From an optimization exercise on the open Yosys and OpenROAD flow, aimed at small area and a short achievable clock period; shortcuts taken in it are not production practice. Where RTL was checked, it was by simulation tests only, not by an equivalence proof against the original. Power and IR drop assume default switching activity.

Setup of red:
==> flow/design.v (excerpt) <==
module unified_mem_pipe #(
    parameter int ADDR_W   = 6,
    parameter int READ_LAT = 1,
    parameter int CNT_W    = 16
) (
    input  logic              clk,
    input  logic              rst_n,
    input  logic              if_req,
    input  logic [ADDR_W-1:0] if_addr,
    output logic              if_ready,
    output logic              if_valid,
    output logic [31:0]       if_rdata,
    input  logic              d_req,
    input  logic              d_we,
    input  logic [2:0]        d_funct3,
    input  logic [ADDR_W-1:0] d_addr,
    input  logic [31:0]       d_wdata,
    output logic              d_ready,
    output logic              d_valid,
    output logic [31:0]       d_rdata,
    output logic              d_err,
    output logic [CNT_W-1:0]  conflict_cnt
);
    localparam int WA    = ADDR_W - 2;
    localparam int WORDS = 2 ** WA;
    logic [31:0]       mem [WORDS];
    logic              d_acc;
    logic              if_acc;
    logic              d_err_c;
    logic              d_wr;
    logic              ld_ok;
    logic [3:0]        be;
    logic [31:0]       wd;
    logic [WORDS-1:0]  rsel;
    logic [31:0]       rd_word;
    logic [31:0]       ld_val;
    logic [CNT_W-1:0]  cnt_q;
    logic              d_vld_p0_q;
    logic              d_err_p0_q;
    logic [31:0]       d_rdata_p0_q;
    logic              if_vld_p0_q;
    logic [31:0]       if_rdata_p0_q;
    function automatic logic acc_err(input logic we, input logic [2:0] f3, input logic [1:0] a);
        logic e;
        case (f3)
            3'b000:  e = 1'b0;
            3'b001:  e = a[0];
  ...
For scale: ~1,300 cells after synthesis, ~600 flip-flops, about 140 I/O pins.
==> module unified_mem_rbit, before the edit <==
module unified_mem_rbit #(
    parameter int N = 16
) (
    input  logic [N-1:0] sel,
    input  logic [N-1:0] d,
    output logic         q
);
    assign q = |(sel & d);
endmodule
==> flow/config.mk <==
export PLATFORM = sky130hd
export DESIGN_NAME = unified_mem_pipe
export DESIGN_NICKNAME = unified_mem_pipe
export VERILOG_FILES = /design/flow/design.v
export SDC_FILE = /design/flow/constraint.sdc
export NUM_CORES = 4
export LEC_CHECK = 0
export CAP_MARGIN = 20
export CORE_MARGIN = 2
export CORE_UTILIZATION = 50
export SETUP_SLACK_MARGIN = 2.9
export SLEW_MARGIN = 20
export SYNTH_HIERARCHICAL = 1
==> flow/constraint.sdc <==
create_clock -name core_clock -period 5.5 [get_ports {clk}]
set_input_delay 1.1000 -clock core_clock [delete_from_list [all_inputs] [get_ports {clk}]]
set_output_delay 1.1000 -clock core_clock [all_outputs]
set_load 0.01 [all_outputs]
standard.sh (not shown) runs the stock make flow with config.mk's settings and CLKGATE_MAP_FILE= SYNTH_SCRIPT=/design/flow/synth_recipe.tcl, a recipe that flattens the netlist after the stock synthesis.
==> flow/flow/run.sh <==
#!/bin/bash
# Standard synthesis, then the standard layout with these changes: ports are buffered with
# buf_2 instead of the resizer's default pick, repair may resize a cell to any cell of the
# same function (not only the same footprint), and the clock tree uses smaller buffers,
# larger sink clusters and no dummy loads. Each make's full output goes to its own log.
set -euo pipefail
bash standard.sh synth > synth.log 2>&1
bash standard.sh MATCH_CELL_FOOTPRINT=0 \
  "BUFFER_PORTS_ARGS=-buffer_cell sky130_fd_sc_hd__buf_2" \
  "CTS_ARGS=-sink_clustering_enable -repair_clock_nets -dont_use_dummy_load -sink_clustering_size 16 -sink_clustering_max_diameter 60 -buf_list {sky130_fd_sc_hd__clkbuf_4 sky130_fd_sc_hd__clkbuf_8}" \
  finish > layout.log 2>&1
In summary, red completed successfully, with a layout that passed the timing, DRC and antenna checks.
Modified inputs, blue compared to red
--- a/flow/design.v
+++ b/flow/design.v
@@ -12,4 +12,11 @@
     end
 endmodule
+module unified_mem_rbit8 (
+    input  logic [7:0] sel,
+    input  logic [7:0] d,
+    output logic       q
+);
+    assign q = |(sel & d);
+endmodule
 module unified_mem_rbit #(
     parameter int N = 16
@@ -19,5 +26,8 @@
     output logic         q
 );
-    assign q = |(sel & d);
+    logic q0, q1;
+    unified_mem_rbit8 u_lo (.sel(sel[7:0]),  .d(d[7:0]),  .q(q0));
+    unified_mem_rbit8 u_hi (.sel(sel[15:8]), .d(d[15:8]), .q(q1));
+    assign q = q0 | q1;
 endmodule
 module unified_mem_ao4 #(
Between blue and red, the clock skew is higher for blue.
The die area of blue falls short of that of red by 3.1%.
Compared with red, in blue sum of met3 wire segment lengths after detailed routing went up; global-route track usage on met2 now larger; number of tapcells went down; worst path buffer plus inverter count down 3; summed instance area of the synthesized netlist has decreased.
Re clock tree buffer count of the final layout: no difference whatsoever between red and blue.
blue improves on red in post-route worst hold slack.
[blue vs red] global-route wire length before repair: lower in blue
Comparing blue with red, the power dissipated in sequential cells came out essentially unchanged.
blue vs. red: synthesized cell count +about 5%, power spent charging and discharging nets -4.4%, post-route non-filler standard cell count +0.41%.
Only the layout flow was run in red; the RTL was not checked for function there.

separate check: timing with driven ports:
The results above use ideal ports. As a check the final layouts listed here were re-extracted and re-timed, cells and wires unchanged.
Step 1 assumes that a clkbuf_16 drives the clock port and a buf_2 every other input.
Step 2, shift: input delay + t, output delay - t, t = (earliest + latest rising clock arrival at the registers) / 2. This alone moves slack from input paths to output paths.
Slacks: ideal ports / drivers / drivers and shift; pairs: ideal ports / drivers.
run | t, ns | setup WS [ns] | pins driven straight from the clock port
red | 0.702 | 2.713 / 2.606 / 2.043 | 1
blue | 0.687 | 2.690 / 2.662 / 1.975 | 1
After both steps setup and hold are still met in every run listed. For blue, which loses most, drivers alone change the setup slack by -0.028 ns; drivers and shift together by -0.715 ns.
